Context: an optimization exercise on an open-source flow, tuned for small area. The choices shown serve that exercise and are no tape-out recipe.
The RTL was checked by simulation tests, not by an equivalence proof against the original design.
Power and IR drop assume default switching activity.

## design/flow/config.mk

```make
export PLATFORM = sky130hd
export DESIGN_NAME = pdm_cic_main
export DESIGN_NICKNAME = pdm_cic_main
export VERILOG_FILES = /design/flow/design.v
export SDC_FILE = /design/flow/constraint.sdc
export NUM_CORES = 4
export LEC_CHECK = 0
export ABC_AREA = 1
export CAP_MARGIN = 0
export CORE_MARGIN = 2
export CORE_UTILIZATION = 40
export CTS_BUF_LIST = sky130_fd_sc_hd__clkbuf_16
export CTS_CLUSTER_DIAMETER = 120
export CTS_CLUSTER_SIZE = 28
export SLEW_MARGIN = 0
```

## design/flow/constraint.sdc

```tcl
create_clock -name core_clock -period 10.0 [get_ports {clk}]
set_input_delay 2.0000 -clock core_clock [delete_from_list [all_inputs] [get_ports {clk}]]
set_output_delay 2.0000 -clock core_clock [all_outputs]
set_load 0.01 [all_outputs]
```

## design/flow/design.v

```verilog
package cic_pkg;
   localparam int unsigned NUM_CH    = 16;
   localparam int unsigned NUM_LINES = 8;
   localparam int unsigned ORDER     = 4;
   function automatic logic [13:0] coef_old0(input logic [4:0] p);
      case (p)
         5'd0: coef_old0 = 14'd1;
         5'd1: coef_old0 = 14'd5984;
         5'd2: coef_old0 = 14'd5456;
         5'd3: coef_old0 = 14'd4960;
         5'd4: coef_old0 = 14'd4495;
         5'd5: coef_old0 = 14'd4060;
         5'd6: coef_old0 = 14'd3654;
         5'd7: coef_old0 = 14'd3276;
         5'd8: coef_old0 = 14'd2925;
         5'd9: coef_old0 = 14'd2600;
         5'd10: coef_old0 = 14'd2300;
         5'd11: coef_old0 = 14'd2024;
         5'd12: coef_old0 = 14'd1771;
         5'd13: coef_old0 = 14'd1540;
         5'd14: coef_old0 = 14'd1330;
         5'd15: coef_old0 = 14'd1140;
         5'd16: coef_old0 = 14'd969;
         5'd17: coef_old0 = 14'd816;
         5'd18: coef_old0 = 14'd680;
         5'd19: coef_old0 = 14'd560;
         5'd20: coef_old0 = 14'd455;
         5'd21: coef_old0 = 14'd364;
         5'd22: coef_old0 = 14'd286;
         5'd23: coef_old0 = 14'd220;
         5'd24: coef_old0 = 14'd165;
         5'd25: coef_old0 = 14'd120;
         5'd26: coef_old0 = 14'd84;
         5'd27: coef_old0 = 14'd56;
         5'd28: coef_old0 = 14'd35;
         5'd29: coef_old0 = 14'd20;
         5'd30: coef_old0 = 14'd10;
         5'd31: coef_old0 = 14'd4;
         default: coef_old0 = '0;
      endcase
   endfunction
   function automatic logic [13:0] coef_new0(input logic [4:0] p);
      case (p)
         5'd0: coef_new0 = 14'd0;
         5'd1: coef_new0 = 14'd5456;
         5'd2: coef_new0 = 14'd4960;
         5'd3: coef_new0 = 14'd4495;
         5'd4: coef_new0 = 14'd4060;
         5'd5: coef_new0 = 14'd3654;
         5'd6: coef_new0 = 14'd3276;
         5'd7: coef_new0 = 14'd2925;
         5'd8: coef_new0 = 14'd2600;
         5'd9: coef_new0 = 14'd2300;
         5'd10: coef_new0 = 14'd2024;
         5'd11: coef_new0 = 14'd1771;
         5'd12: coef_new0 = 14'd1540;
         5'd13: coef_new0 = 14'd1330;
         5'd14: coef_new0 = 14'd1140;
         5'd15: coef_new0 = 14'd969;
         5'd16: coef_new0 = 14'd816;
         5'd17: coef_new0 = 14'd680;
         5'd18: coef_new0 = 14'd560;
         5'd19: coef_new0 = 14'd455;
         5'd20: coef_new0 = 14'd364;
         5'd21: coef_new0 = 14'd286;
         5'd22: coef_new0 = 14'd220;
         5'd23: coef_new0 = 14'd165;
         5'd24: coef_new0 = 14'd120;
         5'd25: coef_new0 = 14'd84;
         5'd26: coef_new0 = 14'd56;
         5'd27: coef_new0 = 14'd35;
         5'd28: coef_new0 = 14'd20;
         5'd29: coef_new0 = 14'd10;
         5'd30: coef_new0 = 14'd4;
         5'd31: coef_new0 = 14'd1;
         default: coef_new0 = '0;
      endcase
   endfunction
   function automatic logic [13:0] coef_both0(input logic [4:0] p);
      case (p)
         5'd0: coef_both0 = 14'd1;
         5'd1: coef_both0 = 14'd11440;
         5'd2: coef_both0 = 14'd10416;
         5'd3: coef_both0 = 14'd9455;
         5'd4: coef_both0 = 14'd8555;
         5'd5: coef_both0 = 14'd7714;
         5'd6: coef_both0 = 14'd6930;
         5'd7: coef_both0 = 14'd6201;
         5'd8: coef_both0 = 14'd5525;
         5'd9: coef_both0 = 14'd4900;
         5'd10: coef_both0 = 14'd4324;
         5'd11: coef_both0 = 14'd3795;
         5'd12: coef_both0 = 14'd3311;
         5'd13: coef_both0 = 14'd2870;
         5'd14: coef_both0 = 14'd2470;
         5'd15: coef_both0 = 14'd2109;
         5'd16: coef_both0 = 14'd1785;
         5'd17: coef_both0 = 14'd1496;
         5'd18: coef_both0 = 14'd1240;
         5'd19: coef_both0 = 14'd1015;
         5'd20: coef_both0 = 14'd819;
         5'd21: coef_both0 = 14'd650;
         5'd22: coef_both0 = 14'd506;
         5'd23: coef_both0 = 14'd385;
         5'd24: coef_both0 = 14'd285;
         5'd25: coef_both0 = 14'd204;
         5'd26: coef_both0 = 14'd140;
         5'd27: coef_both0 = 14'd91;
         5'd28: coef_both0 = 14'd55;
         5'd29: coef_both0 = 14'd30;
         5'd30: coef_both0 = 14'd14;
         5'd31: coef_both0 = 14'd5;
         default: coef_both0 = '0;
      endcase
   endfunction
   function automatic logic [15:0] coef_old1(input logic [4:0] p);
      case (p)
         5'd0: coef_old1 = 16'd6541;
         5'd1: coef_old1 = 16'd21824;
         5'd2: coef_old1 = 16'd21856;
         5'd3: coef_old1 = 16'd21824;
         5'd4: coef_old1 = 16'd21731;
         5'd5: coef_old1 = 16'd21580;
         5'd6: coef_old1 = 16'd21374;
         5'd7: coef_old1 = 16'd21116;
         5'd8: coef_old1 = 16'd20809;
         5'd9: coef_old1 = 16'd20456;
         5'd10: coef_old1 = 16'd20060;
         5'd11: coef_old1 = 16'd19624;
         5'd12: coef_old1 = 16'd19151;
         5'd13: coef_old1 = 16'd18644;
         5'd14: coef_old1 = 16'd18106;
         5'd15: coef_old1 = 16'd17540;
         5'd16: coef_old1 = 16'd16949;
         5'd17: coef_old1 = 16'd16336;
         5'd18: coef_old1 = 16'd15704;
         5'd19: coef_old1 = 16'd15056;
         5'd20: coef_old1 = 16'd14395;
         5'd21: coef_old1 = 16'd13724;
         5'd22: coef_old1 = 16'd13046;
         5'd23: coef_old1 = 16'd12364;
         5'd24: coef_old1 = 16'd11681;
         5'd25: coef_old1 = 16'd11000;
         5'd26: coef_old1 = 16'd10324;
         5'd27: coef_old1 = 16'd9656;
         5'd28: coef_old1 = 16'd8999;
         5'd29: coef_old1 = 16'd8356;
         5'd30: coef_old1 = 16'd7730;
         5'd31: coef_old1 = 16'd7124;
         default: coef_old1 = '0;
      endcase
   endfunction
   function automatic logic [15:0] coef_new1(input logic [4:0] p);
      case (p)
         5'd0: coef_new1 = 16'd5984;
         5'd1: coef_new1 = 16'd21856;
         5'd2: coef_new1 = 16'd21824;
         5'd3: coef_new1 = 16'd21731;
         5'd4: coef_new1 = 16'd21580;
         5'd5: coef_new1 = 16'd21374;
         5'd6: coef_new1 = 16'd21116;
         5'd7: coef_new1 = 16'd20809;
         5'd8: coef_new1 = 16'd20456;
         5'd9: coef_new1 = 16'd20060;
         5'd10: coef_new1 = 16'd19624;
         5'd11: coef_new1 = 16'd19151;
         5'd12: coef_new1 = 16'd18644;
         5'd13: coef_new1 = 16'd18106;
         5'd14: coef_new1 = 16'd17540;
         5'd15: coef_new1 = 16'd16949;
         5'd16: coef_new1 = 16'd16336;
         5'd17: coef_new1 = 16'd15704;
         5'd18: coef_new1 = 16'd15056;
         5'd19: coef_new1 = 16'd14395;
         5'd20: coef_new1 = 16'd13724;
         5'd21: coef_new1 = 16'd13046;
         5'd22: coef_new1 = 16'd12364;
         5'd23: coef_new1 = 16'd11681;
         5'd24: coef_new1 = 16'd11000;
         5'd25: coef_new1 = 16'd10324;
         5'd26: coef_new1 = 16'd9656;
         5'd27: coef_new1 = 16'd8999;
         5'd28: coef_new1 = 16'd8356;
         5'd29: coef_new1 = 16'd7730;
         5'd30: coef_new1 = 16'd7124;
         5'd31: coef_new1 = 16'd6541;
         default: coef_new1 = '0;
      endcase
   endfunction
   function automatic logic [15:0] coef_both1(input logic [4:0] p);
      case (p)
         5'd0: coef_both1 = 16'd12525;
         5'd1: coef_both1 = 16'd43680;
         5'd2: coef_both1 = 16'd43680;
         5'd3: coef_both1 = 16'd43555;
         5'd4: coef_both1 = 16'd43311;
         5'd5: coef_both1 = 16'd42954;
         5'd6: coef_both1 = 16'd42490;
         5'd7: coef_both1 = 16'd41925;
         5'd8: coef_both1 = 16'd41265;
         5'd9: coef_both1 = 16'd40516;
         5'd10: coef_both1 = 16'd39684;
         5'd11: coef_both1 = 16'd38775;
         5'd12: coef_both1 = 16'd37795;
         5'd13: coef_both1 = 16'd36750;
         5'd14: coef_both1 = 16'd35646;
         5'd15: coef_both1 = 16'd34489;
         5'd16: coef_both1 = 16'd33285;
         5'd17: coef_both1 = 16'd32040;
         5'd18: coef_both1 = 16'd30760;
         5'd19: coef_both1 = 16'd29451;
         5'd20: coef_both1 = 16'd28119;
         5'd21: coef_both1 = 16'd26770;
         5'd22: coef_both1 = 16'd25410;
         5'd23: coef_both1 = 16'd24045;
         5'd24: coef_both1 = 16'd22681;
         5'd25: coef_both1 = 16'd21324;
         5'd26: coef_both1 = 16'd19980;
         5'd27: coef_both1 = 16'd18655;
         5'd28: coef_both1 = 16'd17355;
         5'd29: coef_both1 = 16'd16086;
         5'd30: coef_both1 = 16'd14854;
         5'd31: coef_both1 = 16'd13665;
         default: coef_both1 = '0;
      endcase
   endfunction
   function automatic logic [15:0] coef_old2(input logic [4:0] p);
      case (p)
         5'd0: coef_old2 = 16'd21731;
         5'd1: coef_old2 = 16'd4960;
         5'd2: coef_old2 = 16'd5456;
         5'd3: coef_old2 = 16'd5984;
         5'd4: coef_old2 = 16'd6541;
         5'd5: coef_old2 = 16'd7124;
         5'd6: coef_old2 = 16'd7730;
         5'd7: coef_old2 = 16'd8356;
         5'd8: coef_old2 = 16'd8999;
         5'd9: coef_old2 = 16'd9656;
         5'd10: coef_old2 = 16'd10324;
         5'd11: coef_old2 = 16'd11000;
         5'd12: coef_old2 = 16'd11681;
         5'd13: coef_old2 = 16'd12364;
         5'd14: coef_old2 = 16'd13046;
         5'd15: coef_old2 = 16'd13724;
         5'd16: coef_old2 = 16'd14395;
         5'd17: coef_old2 = 16'd15056;
         5'd18: coef_old2 = 16'd15704;
         5'd19: coef_old2 = 16'd16336;
         5'd20: coef_old2 = 16'd16949;
         5'd21: coef_old2 = 16'd17540;
         5'd22: coef_old2 = 16'd18106;
         5'd23: coef_old2 = 16'd18644;
         5'd24: coef_old2 = 16'd19151;
         5'd25: coef_old2 = 16'd19624;
         5'd26: coef_old2 = 16'd20060;
         5'd27: coef_old2 = 16'd20456;
         5'd28: coef_old2 = 16'd20809;
         5'd29: coef_old2 = 16'd21116;
         5'd30: coef_old2 = 16'd21374;
         5'd31: coef_old2 = 16'd21580;
         default: coef_old2 = '0;
      endcase
   endfunction
   function automatic logic [15:0] coef_new2(input logic [4:0] p);
      case (p)
         5'd0: coef_new2 = 16'd21824;
         5'd1: coef_new2 = 16'd5456;
         5'd2: coef_new2 = 16'd5984;
         5'd3: coef_new2 = 16'd6541;
         5'd4: coef_new2 = 16'd7124;
         5'd5: coef_new2 = 16'd7730;
         5'd6: coef_new2 = 16'd8356;
         5'd7: coef_new2 = 16'd8999;
         5'd8: coef_new2 = 16'd9656;
         5'd9: coef_new2 = 16'd10324;
         5'd10: coef_new2 = 16'd11000;
         5'd11: coef_new2 = 16'd11681;
         5'd12: coef_new2 = 16'd12364;
         5'd13: coef_new2 = 16'd13046;
         5'd14: coef_new2 = 16'd13724;
         5'd15: coef_new2 = 16'd14395;
         5'd16: coef_new2 = 16'd15056;
         5'd17: coef_new2 = 16'd15704;
         5'd18: coef_new2 = 16'd16336;
         5'd19: coef_new2 = 16'd16949;
         5'd20: coef_new2 = 16'd17540;
         5'd21: coef_new2 = 16'd18106;
         5'd22: coef_new2 = 16'd18644;
         5'd23: coef_new2 = 16'd19151;
         5'd24: coef_new2 = 16'd19624;
         5'd25: coef_new2 = 16'd20060;
         5'd26: coef_new2 = 16'd20456;
         5'd27: coef_new2 = 16'd20809;
         5'd28: coef_new2 = 16'd21116;
         5'd29: coef_new2 = 16'd21374;
         5'd30: coef_new2 = 16'd21580;
         5'd31: coef_new2 = 16'd21731;
         default: coef_new2 = '0;
      endcase
   endfunction
   function automatic logic [15:0] coef_both2(input logic [4:0] p);
      case (p)
         5'd0: coef_both2 = 16'd43555;
         5'd1: coef_both2 = 16'd10416;
         5'd2: coef_both2 = 16'd11440;
         5'd3: coef_both2 = 16'd12525;
         5'd4: coef_both2 = 16'd13665;
         5'd5: coef_both2 = 16'd14854;
         5'd6: coef_both2 = 16'd16086;
         5'd7: coef_both2 = 16'd17355;
         5'd8: coef_both2 = 16'd18655;
         5'd9: coef_both2 = 16'd19980;
         5'd10: coef_both2 = 16'd21324;
         5'd11: coef_both2 = 16'd22681;
         5'd12: coef_both2 = 16'd24045;
         5'd13: coef_both2 = 16'd25410;
         5'd14: coef_both2 = 16'd26770;
         5'd15: coef_both2 = 16'd28119;
         5'd16: coef_both2 = 16'd29451;
         5'd17: coef_both2 = 16'd30760;
         5'd18: coef_both2 = 16'd32040;
         5'd19: coef_both2 = 16'd33285;
         5'd20: coef_both2 = 16'd34489;
         5'd21: coef_both2 = 16'd35646;
         5'd22: coef_both2 = 16'd36750;
         5'd23: coef_both2 = 16'd37795;
         5'd24: coef_both2 = 16'd38775;
         5'd25: coef_both2 = 16'd39684;
         5'd26: coef_both2 = 16'd40516;
         5'd27: coef_both2 = 16'd41265;
         5'd28: coef_both2 = 16'd41925;
         5'd29: coef_both2 = 16'd42490;
         5'd30: coef_both2 = 16'd42954;
         5'd31: coef_both2 = 16'd43311;
         default: coef_both2 = '0;
      endcase
   endfunction
   function automatic logic [13:0] coef_old3(input logic [4:0] p);
      case (p)
         5'd0: coef_old3 = 14'd4495;
         5'd1: coef_old3 = 14'd0;
         5'd2: coef_old3 = 14'd0;
         5'd3: coef_old3 = 14'd0;
         5'd4: coef_old3 = 14'd1;
         5'd5: coef_old3 = 14'd4;
         5'd6: coef_old3 = 14'd10;
         5'd7: coef_old3 = 14'd20;
         5'd8: coef_old3 = 14'd35;
         5'd9: coef_old3 = 14'd56;
         5'd10: coef_old3 = 14'd84;
         5'd11: coef_old3 = 14'd120;
         5'd12: coef_old3 = 14'd165;
         5'd13: coef_old3 = 14'd220;
         5'd14: coef_old3 = 14'd286;
         5'd15: coef_old3 = 14'd364;
         5'd16: coef_old3 = 14'd455;
         5'd17: coef_old3 = 14'd560;
         5'd18: coef_old3 = 14'd680;
         5'd19: coef_old3 = 14'd816;
         5'd20: coef_old3 = 14'd969;
         5'd21: coef_old3 = 14'd1140;
         5'd22: coef_old3 = 14'd1330;
         5'd23: coef_old3 = 14'd1540;
         5'd24: coef_old3 = 14'd1771;
         5'd25: coef_old3 = 14'd2024;
         5'd26: coef_old3 = 14'd2300;
         5'd27: coef_old3 = 14'd2600;
         5'd28: coef_old3 = 14'd2925;
         5'd29: coef_old3 = 14'd3276;
         5'd30: coef_old3 = 14'd3654;
         5'd31: coef_old3 = 14'd4060;
         default: coef_old3 = '0;
      endcase
   endfunction
   function automatic logic [13:0] coef_new3(input logic [4:0] p);
      case (p)
         5'd0: coef_new3 = 14'd4960;
         5'd1: coef_new3 = 14'd0;
         5'd2: coef_new3 = 14'd0;
         5'd3: coef_new3 = 14'd1;
         5'd4: coef_new3 = 14'd4;
         5'd5: coef_new3 = 14'd10;
         5'd6: coef_new3 = 14'd20;
         5'd7: coef_new3 = 14'd35;
         5'd8: coef_new3 = 14'd56;
         5'd9: coef_new3 = 14'd84;
         5'd10: coef_new3 = 14'd120;
         5'd11: coef_new3 = 14'd165;
         5'd12: coef_new3 = 14'd220;
         5'd13: coef_new3 = 14'd286;
         5'd14: coef_new3 = 14'd364;
         5'd15: coef_new3 = 14'd455;
         5'd16: coef_new3 = 14'd560;
         5'd17: coef_new3 = 14'd680;
         5'd18: coef_new3 = 14'd816;
         5'd19: coef_new3 = 14'd969;
         5'd20: coef_new3 = 14'd1140;
         5'd21: coef_new3 = 14'd1330;
         5'd22: coef_new3 = 14'd1540;
         5'd23: coef_new3 = 14'd1771;
         5'd24: coef_new3 = 14'd2024;
         5'd25: coef_new3 = 14'd2300;
         5'd26: coef_new3 = 14'd2600;
         5'd27: coef_new3 = 14'd2925;
         5'd28: coef_new3 = 14'd3276;
         5'd29: coef_new3 = 14'd3654;
         5'd30: coef_new3 = 14'd4060;
         5'd31: coef_new3 = 14'd4495;
         default: coef_new3 = '0;
      endcase
   endfunction
   function automatic logic [13:0] coef_both3(input logic [4:0] p);
      case (p)
         5'd0: coef_both3 = 14'd9455;
         5'd1: coef_both3 = 14'd0;
         5'd2: coef_both3 = 14'd0;
         5'd3: coef_both3 = 14'd1;
         5'd4: coef_both3 = 14'd5;
         5'd5: coef_both3 = 14'd14;
         5'd6: coef_both3 = 14'd30;
         5'd7: coef_both3 = 14'd55;
         5'd8: coef_both3 = 14'd91;
         5'd9: coef_both3 = 14'd140;
         5'd10: coef_both3 = 14'd204;
         5'd11: coef_both3 = 14'd285;
         5'd12: coef_both3 = 14'd385;
         5'd13: coef_both3 = 14'd506;
         5'd14: coef_both3 = 14'd650;
         5'd15: coef_both3 = 14'd819;
         5'd16: coef_both3 = 14'd1015;
         5'd17: coef_both3 = 14'd1240;
         5'd18: coef_both3 = 14'd1496;
         5'd19: coef_both3 = 14'd1785;
         5'd20: coef_both3 = 14'd2109;
         5'd21: coef_both3 = 14'd2470;
         5'd22: coef_both3 = 14'd2870;
         5'd23: coef_both3 = 14'd3311;
         5'd24: coef_both3 = 14'd3795;
         5'd25: coef_both3 = 14'd4324;
         5'd26: coef_both3 = 14'd4900;
         5'd27: coef_both3 = 14'd5525;
         5'd28: coef_both3 = 14'd6201;
         5'd29: coef_both3 = 14'd6930;
         5'd30: coef_both3 = 14'd7714;
         5'd31: coef_both3 = 14'd8555;
         default: coef_both3 = '0;
      endcase
   endfunction
   function automatic logic [19:0] start0(input logic [2:0] n);
      case (n)
         3'd1: start0 = 20'd524288;
         3'd2: start0 = 20'd501100;
         3'd3: start0 = 20'd498108;
         3'd4: start0 = 20'd501100;
         default: start0 = '0;
      endcase
   endfunction
   function automatic logic [19:0] start1(input logic [2:0] n);
      case (n)
         3'd1: start1 = 20'd498108;
         3'd2: start1 = 20'd256680;
         3'd3: start1 = 20'd245768;
         3'd4: start1 = 20'd256680;
         default: start1 = '0;
      endcase
   endfunction
   function automatic logic [19:0] start2(input logic [2:0] n);
      case (n)
         3'd1: start2 = 20'd245768;
         3'd2: start2 = 20'd20460;
         3'd3: start2 = 20'd17980;
         3'd4: start2 = 20'd20460;
         default: start2 = '0;
      endcase
   endfunction
   function automatic logic [15:0] start3(input logic [2:0] n);
      case (n)
         3'd1: start3 = 16'd17980;
         3'd2: start3 = 16'd0;
         3'd3: start3 = 16'd0;
         3'd4: start3 = 16'd0;
         default: start3 = '0;
      endcase
   endfunction
endpackage
module cic_channel (
   input  logic        clk,
   input  logic        reset,
   input  logic        line_a,
   input  logic        line_b,
   input  logic        ph_hi,       
   input  logic        keep,        
   input  logic        shs,         
   input  logic [13:0] c0_old, c0_new, c0_both,
   input  logic [15:0] c1_old, c1_new, c1_both,
   input  logic [15:0] c2_old, c2_new, c2_both,
   input  logic [13:0] c3_old, c3_new, c3_both,
   input  logic [19:0] k0, k1, k2,
   input  logic [15:0] k3,
   output logic [15:0] out_s0,
   output logic [15:0] out_s1,
   output logic [15:0] out_s2,
   output logic [15:0] out_s3
);
   logic        buf_far, buf_near;
   logic        b_old, b_new;
   logic [19:0] r0 [4];
   logic [19:0] r1 [4];
   logic [19:0] r2 [4];
   logic [15:0] r3 [4];
   logic [19:0] a0, a1, a2;
   logic [15:0] a3;
   logic [13:0] w0, w3;
   logic [15:0] w1, w2;
   logic [20:0] s0;
   logic [19:0] s1, s2;
   logic [15:0] s3;
   always_ff @(posedge clk or negedge reset) begin
      if (!reset) begin
         buf_far  <= 1'b0;
         buf_near <= 1'b0;
      end else begin
         buf_far  <= ph_hi ? line_a : line_b;
         buf_near <= buf_far;
      end
   end
   assign b_old = buf_near;
   assign b_new = ph_hi ? line_b : line_a;
   always_comb begin
      w0 = ({14{b_old & ~b_new}} & c0_old) | ({14{~b_old & b_new}} & c0_new) | ({14{b_old & b_new}} & c0_both);
      w1 = ({16{b_old & ~b_new}} & c1_old) | ({16{~b_old & b_new}} & c1_new) | ({16{b_old & b_new}} & c1_both);
      w2 = ({16{b_old & ~b_new}} & c2_old) | ({16{~b_old & b_new}} & c2_new) | ({16{b_old & b_new}} & c2_both);
      w3 = ({14{b_old & ~b_new}} & c3_old) | ({14{~b_old & b_new}} & c3_new) | ({14{b_old & b_new}} & c3_both);
      a0 = ({20{keep}} & r0[0]) | ({20{shs}} & r1[0]) | k0;
      a1 = ({20{keep}} & r1[0]) | ({20{shs}} & r2[0]) | k1;
      a2 = ({20{keep}} & r2[0]) | ({20{shs}} & {4'd0, r3[0]}) | k2;
      a3 = ({16{keep}} & r3[0]) | k3;
   end
   cic_add #(.W(20), .CW(14)) u_add0 (.a(a0), .b(w0), .s(s0[19:0]), .co(s0[20]));
   cic_add #(.W(20), .CW(16)) u_add1 (.a(a1), .b(w1), .s(s1), .co());
   cic_add #(.W(20), .CW(16)) u_add2 (.a(a2), .b(w2), .s(s2), .co());
   cic_add #(.W(16), .CW(14)) u_add3 (.a(a3), .b(w3), .s(s3), .co());
   always_ff @(posedge clk) begin
      r0[1] <= {s0[19:4] | {16{s0[20]}}, s0[3:0]};
      r1[1] <= s1;
      r2[1] <= s2;
      r3[1] <= s3;
      for (int i = 1; i < 3; i++) begin
         r0[i+1] <= r0[i];
         r1[i+1] <= r1[i];
         r2[i+1] <= r2[i];
         r3[i+1] <= r3[i];
      end
      r0[0] <= r0[3];
      r1[0] <= r1[3];
      r2[0] <= r2[3];
      r3[0] <= r3[3];
   end
   assign out_s0 = {~r0[2][19], r0[2][18:4]};
   assign out_s1 = {~r0[1][19], r0[1][18:4]};
   assign out_s2 = {~r0[0][19], r0[0][18:4]};
   assign out_s3 = {~r0[3][19], r0[3][18:4]};
endmodule
module cic_add #(
   parameter int unsigned W  = 20,
   parameter int unsigned CW = 14
) (
   input  logic [W-1:0]  a,
   input  logic [CW-1:0] b,
   output logic [W-1:0]  s,
   output logic          co
);
   logic [W:0] c;
   assign c[0] = 1'b0;
   for (genvar i = 0; i < W; i++) begin : g_bit
      if (i < CW) begin : g_full
         assign s[i]   = a[i] ^ b[i] ^ c[i];
         assign c[i+1] = (a[i] & b[i]) | (c[i] & (a[i] ^ b[i]));
      end else begin : g_half
         assign s[i]   = a[i] ^ c[i];
         assign c[i+1] = a[i] & c[i];
      end
   end
   assign co = c[W];
endmodule
module pdm_cic_main (
   input  logic                      clk,
   input  logic                      reset,
   output logic                      clk_out_pdm,
   input  logic [7:0]                din,
   output logic                      hop,
   output logic [255:0]              val_flat
);
   logic [5:0]  cnt;
   logic        started;    
   logic        first;      
   logic        shift;
   logic        keep;
   logic        shs;
   logic [4:0]  p;
   logic [13:0] c0_old, c0_new, c0_both;
   logic [15:0] c1_old, c1_new, c1_both;
   logic [15:0] c2_old, c2_new, c2_both;
   logic [13:0] c3_old, c3_new, c3_both;
   logic [19:0] k0, k1, k2;
   logic [15:0] k3;
   always_ff @(posedge clk or negedge reset) begin
      if (!reset) begin
         cnt     <= 6'd1;
         started <= 1'b0;
      end else begin
         cnt     <= cnt + 6'd1;
         if (cnt == 6'd0) started <= 1'b1;
      end
   end
   assign clk_out_pdm = ~cnt[0];
   assign hop         = started & (cnt == 6'd2);
   assign first = ~started & (cnt[5:3] == 3'd0) & (cnt[2:0] != 3'd0) & (cnt[2:0] <= 3'd4);
   assign shift = (cnt >= 6'd2) & (cnt <= 6'd5);
   assign keep  = ~first & ~shift;
   assign shs   = ~first & shift;
   assign p     = cnt[5:1];
   always_comb begin
      c0_old = cic_pkg::coef_old0(p);  c0_new = cic_pkg::coef_new0(p);  c0_both = cic_pkg::coef_both0(p);
      c1_old = cic_pkg::coef_old1(p);  c1_new = cic_pkg::coef_new1(p);  c1_both = cic_pkg::coef_both1(p);
      c2_old = cic_pkg::coef_old2(p);  c2_new = cic_pkg::coef_new2(p);  c2_both = cic_pkg::coef_both2(p);
      c3_old = cic_pkg::coef_old3(p);  c3_new = cic_pkg::coef_new3(p);  c3_both = cic_pkg::coef_both3(p);
      k0 = {20{first}} & cic_pkg::start0(cnt[2:0]);
      k1 = {20{first}} & cic_pkg::start1(cnt[2:0]);
      k2 = {20{first}} & cic_pkg::start2(cnt[2:0]);
      k3 = {16{first}} & cic_pkg::start3(cnt[2:0]);
   end
   for (genvar g = 0; g < 4; g++) begin : g_grp
      logic [15:0] o0, o1, o2, o3;
      cic_channel u_grp (
         .clk     (clk),
         .reset   (reset),
         .line_a  (din[2*g]),
         .line_b  (din[2*g+1]),
         .ph_hi   (cnt[1]),
         .keep    (keep),
         .shs     (shs),
         .c0_old  (c0_old), .c0_new (c0_new), .c0_both (c0_both),
         .c1_old  (c1_old), .c1_new (c1_new), .c1_both (c1_both),
         .c2_old  (c2_old), .c2_new (c2_new), .c2_both (c2_both),
         .c3_old  (c3_old), .c3_new (c3_new), .c3_both (c3_both),
         .k0      (k0), .k1 (k1), .k2 (k2), .k3 (k3),
         .out_s0  (o0),
         .out_s1  (o1),
         .out_s2  (o2),
         .out_s3  (o3)
      );
      assign val_flat[16*(2*g)   +: 16] = o0;
      assign val_flat[16*(8+2*g) +: 16] = o1;
      assign val_flat[16*(2*g+1) +: 16] = o2;
      assign val_flat[16*(9+2*g) +: 16] = o3;
   end
endmodule
```

## design/flow/run.sh

```bash
#!/bin/bash
# synth_recipe.tcl (not shown) runs the flow's synth.tcl, then flattens the netlist and writes it again
# the make line also repeats each setting of config.mk as NAME=value (left out here)
make -C /OpenROAD-flow-scripts/flow DESIGN_CONFIG=/design/flow/config.mk WORK_HOME=/design/flow/orfs CLKGATE_MAP_FILE= SYNTH_SCRIPT=/design/flow/synth_recipe.tcl finish
```

==> notes.md <==
## metrics by stage
step           worst slack (ns)  setup TNS [ns]  instances  instance area (µm²)
2_1_floorplan           -0.0156         -0.0156       4426                43900
3_3_place_gp             -0.947          -62.83       5854                47100
3_5_place_dp             -0.975          -69.18       5854                47100
4_1_cts                 0.00418               0       5916                48700
5_1_grt                -0.00392        -0.00531       5916                48800
6_report                  0.186               0       5916                48800
## critical path: cells and delay by family
kind                       cells  cell delay, ns
adders and majority gates     19            7.05
xor gates and xnor gates       1            0.15
AOI/OAI and AO/OA              1            0.13
and+or+nand+nor                4            0.31
buffers and inverters          4            0.74
## registers in the layout, summed over array words and instances, names as in the netlist
register              flops
g_grp.u_grp.r0          320
cnt                       6
g_grp.u_grp.r3          256
started                   1
g_grp.u_grp.buf_near      4
g_grp.u_grp.r1          320
g_grp.u_grp.buf_far       4
g_grp.u_grp.r2          320
## cell usage in the layout (no fill, tap or decap), types with 6 or more instances in the layout
master,instances
fa_2,87
xor2_1,10
nand2_2,13
a21oi_1,109
ha_2,7
nand4_1,12
nand3_1,316
o211ai_1,109
buf_12,10
o22ai_1,57
inv_1,310
nor3_1,12
clkbuf_16,52
dfxtp_1,1216
buf_4,158
clkinv_1,6
ha_1,79
nand2_1,1089
o21ai_1,15
fa_1,137
clkdlybuf4s50_1,267
dfrtp_1,12
nor2_1,219
o21ai_0,142
## cell type report
class | count | area (µm²) | share of cell area, %
multi-input combinational | 2454 | 15500 | 31.8
clock inverter | 10 | 169 | 0.346
tap | 1414 | 1770 | 3.63
timing repair buffer | 437 | 4090 | 8.37
clock buffer | 52 | 1300 | 2.67
sequential | 1231 | 24700 | 50.7
inverter | 318 | 1200 | 2.46
## power groups by stage
stage                     Clock (mW)  Sequential [mW]  Combinational [mW]
after floorplan                    0             7.90                2.43
after global placement             0             8.17                3.40
after detailed placement           0             8.26                3.46
after CTS                       2.58             8.15                3.49
after global routing            2.74             8.35                3.93
final                           2.51             8.13                3.49
## cells in the mapped netlist (all sizes together) (14+ instances only)
cell,number
o22ai,57
buf,329
fa,224
nor2,226
a21oi,109
inv,312
o21ai,158
nand2,1104
clkbuf,94
dfxtp,1216
nand3,319
dfrtp,14
o211ai,109
ha,87
## per-layer routing
| layer | track usage [%] | routed length (µm) | vias up |
|---|---|---|---|
| met3 | 5.96 | 14500 | 270 |
| met1 | 38.8 | 68500 | 14830 |
| met2 | 37.2 | 60300 | 1578 |
| met5 | 0.304 | 68 | - |
| met4 | 9.58 | 5790 | 6 |
| li1 | - | - | 13853 |
## logic make-up after synthesis
logic type                 after synthesis  synth area share [%]
AOI/OAI and AO/OA                      458                  6.21
xor gates and xnor gates                10                 0.201
adders and majority gates              311                  12.8
buffers and inverters                  741                  8.67
DFF                                   1231                  56.6
muxes                                    1                0.0229
and+or+nand+nor                       1674                  15.5
## path summary, 6_finish.rpt
path | from | end | slack, ns | depth (start not counted)
worst min register to register | g_grp[2].u_grp.r2[2][7]$_DFF_P_ | g_grp[2].u_grp.r2[3][7]$_DFF_P_ | 0.31 | 0
worst max register to register | cnt[4]$_DFF_PN0_ | g_grp[3].u_grp.r2[1][19]$_DFF_P_ | 0.44 | 31
worst max-delay path | din[7] | g_grp[3].u_grp.r2[1][19]$_DFF_P_ | 0.19 | 29
worst min-delay path | g_grp[2].u_grp.r2[2][7]$_DFF_P_ | g_grp[2].u_grp.r2[3][7]$_DFF_P_ | 0.31 | 0
max in group asynchronous | reset | cnt[4]$_DFF_PN0_ | 7.65 | 1
min in group asynchronous | reset | g_grp[2].u_grp.buf_far$_DFF_PN0_ | 1.75 | 1
## what timing repair did
action | 4_1_cts | 5_1_grt
setup endpoints to repair | 49 | 81
pin swaps | 2 | 9
cloned | 0 | 0
hold buffers | 0 | 0
resized for setup | 14 | 44
==> results by group <==
Timing
  – Slew margin rel.: 13.9%
  – Period minus WS final: 9.81 ns
  – Worst-Margin Slew: 1.28 ns
  – Max Slew Vio Count: 0
  – Hold slack: 0.311 ns
  – Period utilization: 98.1%
  – Endpoints failing setup: 0
  – Final hold vios: 0
  – Fin Clk Skew: 0.0567 ns
  – Achievable frequency: 0.102 GHz
  – Unrepaired setup endpoints after global routing: yes

Synthesis
  – Warnings from Yosys: 6
  – Dominant synthesized flop cell: dfxtp_1
  – Cell variety after synth: 37
  – Syn Area/Cell: 9.86 µm²
  – Cell taking the most area after synthesis: dfxtp_1
  – Post-synth EDFFs: 0
  – Synthesized Nets: 4747
  – Post-synthesis register bit count: 1231
  – Async SR Flop Fraction: 1.22%
  – Seq/Total Area, Yosys: 56.6%
  – Mapped cell area: 43700 µm²
  – Top post-synthesis cells by area: dfxtp_1 (56%), fa_1 (10%), nand2_1 (9.5%)
  – Mapped Cells: 4426
  – Synth top area share: 55.8%

Clock network
  – CTS tree: yes
  – Post-CTS Setup Bufs: 0
  – Clk pin slew, worst setup/hold paths: 0.12 ns
  – Sink Count: 1231
  – Worst-skew pair later-pin latency: 0.72 ns
  – H-tree levels: 2
  – Clock tree root driver cell: clkbuf_16
  – CTS Buf Count: 52
  – CTS max path bufs: 3

Detailed routing
  – Routed vias: 30537
  – WL per Instance: 25.2 µm
  – Vias per cell: 5.16
  – Detailed Routing Iterations Pass 1: 7
  – Antenna-violating nets left: 0
  – DRC marker count from the first detailed-route iteration: 3763
  – Total Wirelength: 149 mm
  – Drt drc: 0

Power
  – Pwr Density: 290 nW/µm²
  – Power share of the sequential group: 57.5%
  – Int Pwr: 9.99 mW
  – Lkg Pwr: 21.8 nW
  – Total Power: 14.1 mW
  – Psw: 4.13 mW
  – Clock share of power: 17.8%
  – Switching share of power: 29.3%
  – Worst VDD drop: 0.000175 V
  – Comb power frac: 24.7%

Final layout
  – Share of layout cells above drive strength 1: 8.06%
  – Final Core Density: 44.9%
  – Diode count: 0
  – Fillers: 10294
  – Area growth syn-to-layout: 11.7%
  – Nets: 4815

Setup path
  – Critical-path top delay cell: clkdlybuf4s50_1
  – Most used cell, CP: fa_2
  – Worst EP required: 10.57 ns
  – CP arrival: 10.38 ns
  – Crit path largest cell delay: 0.47 ns
  – CP endpoint kind: flip-flop
  – CP max FO: 4
  – Nature of the critical path startpoint: input pin
  – Critical path class: input pin to flip-flop

Placement
  – # port buffers: 267
  – HPWL Detailed: 113 mm
  – GPL Wtd Cong: 0.970

Global route
  – First-pass GRT wire length: 211 mm
  – Total GRT Usage: 26.3%
  – Grt total ovfl: 0
  – Pin count of the biggest net entering global routing: 104
  – Vias in the first global route: 29355
  – Initial antenna violation count: 2

Die
  – Core area: 109000 µm²
  – Floorplan row count: 121
  – Number of top-level pins: 268
  – Starting density of the core: 40.2%
  – Chip Height: 334 µm
  – DIE WIDTH: 334 µm
  – Die area: 112000 µm²

Flow run
  – MaxCap Viol Count: 0

Outcome
  – Outcome: timing/DRC/antenna clean

Min path
  – Hold Crit Class: flip-flop to flip-flop

==> what the ideal ports hide <==
In the flow no input, the clock included, has a driving cell. The finished layout below was timed again as built, in two steps. Step 1: set_driving_cell puts a clkbuf_16 on clk and a buf_2 on each other input, an assumption about the parent block. Step 2 times the ports against the registers' clock, not the clock port: input delays grow and output delays shrink by t, the midpoint of the rising clock arrivals with the driver on. a / b / c = no drivers / after step 1 / after step 2; a / b = the first two.
t, ns: 0.766
setup WS [ns]: 0.186 / 0.237 / -0.529
slew at the worst register clock pin (ns): 0.12 / 0.12
worst slew at a driven data input, ns: 0.05
Met with ideal ports but missed after step 2: setup timing in this run. For this run, drivers alone change the setup slack by +0.051 ns; drivers and shift together by -0.715 ns.
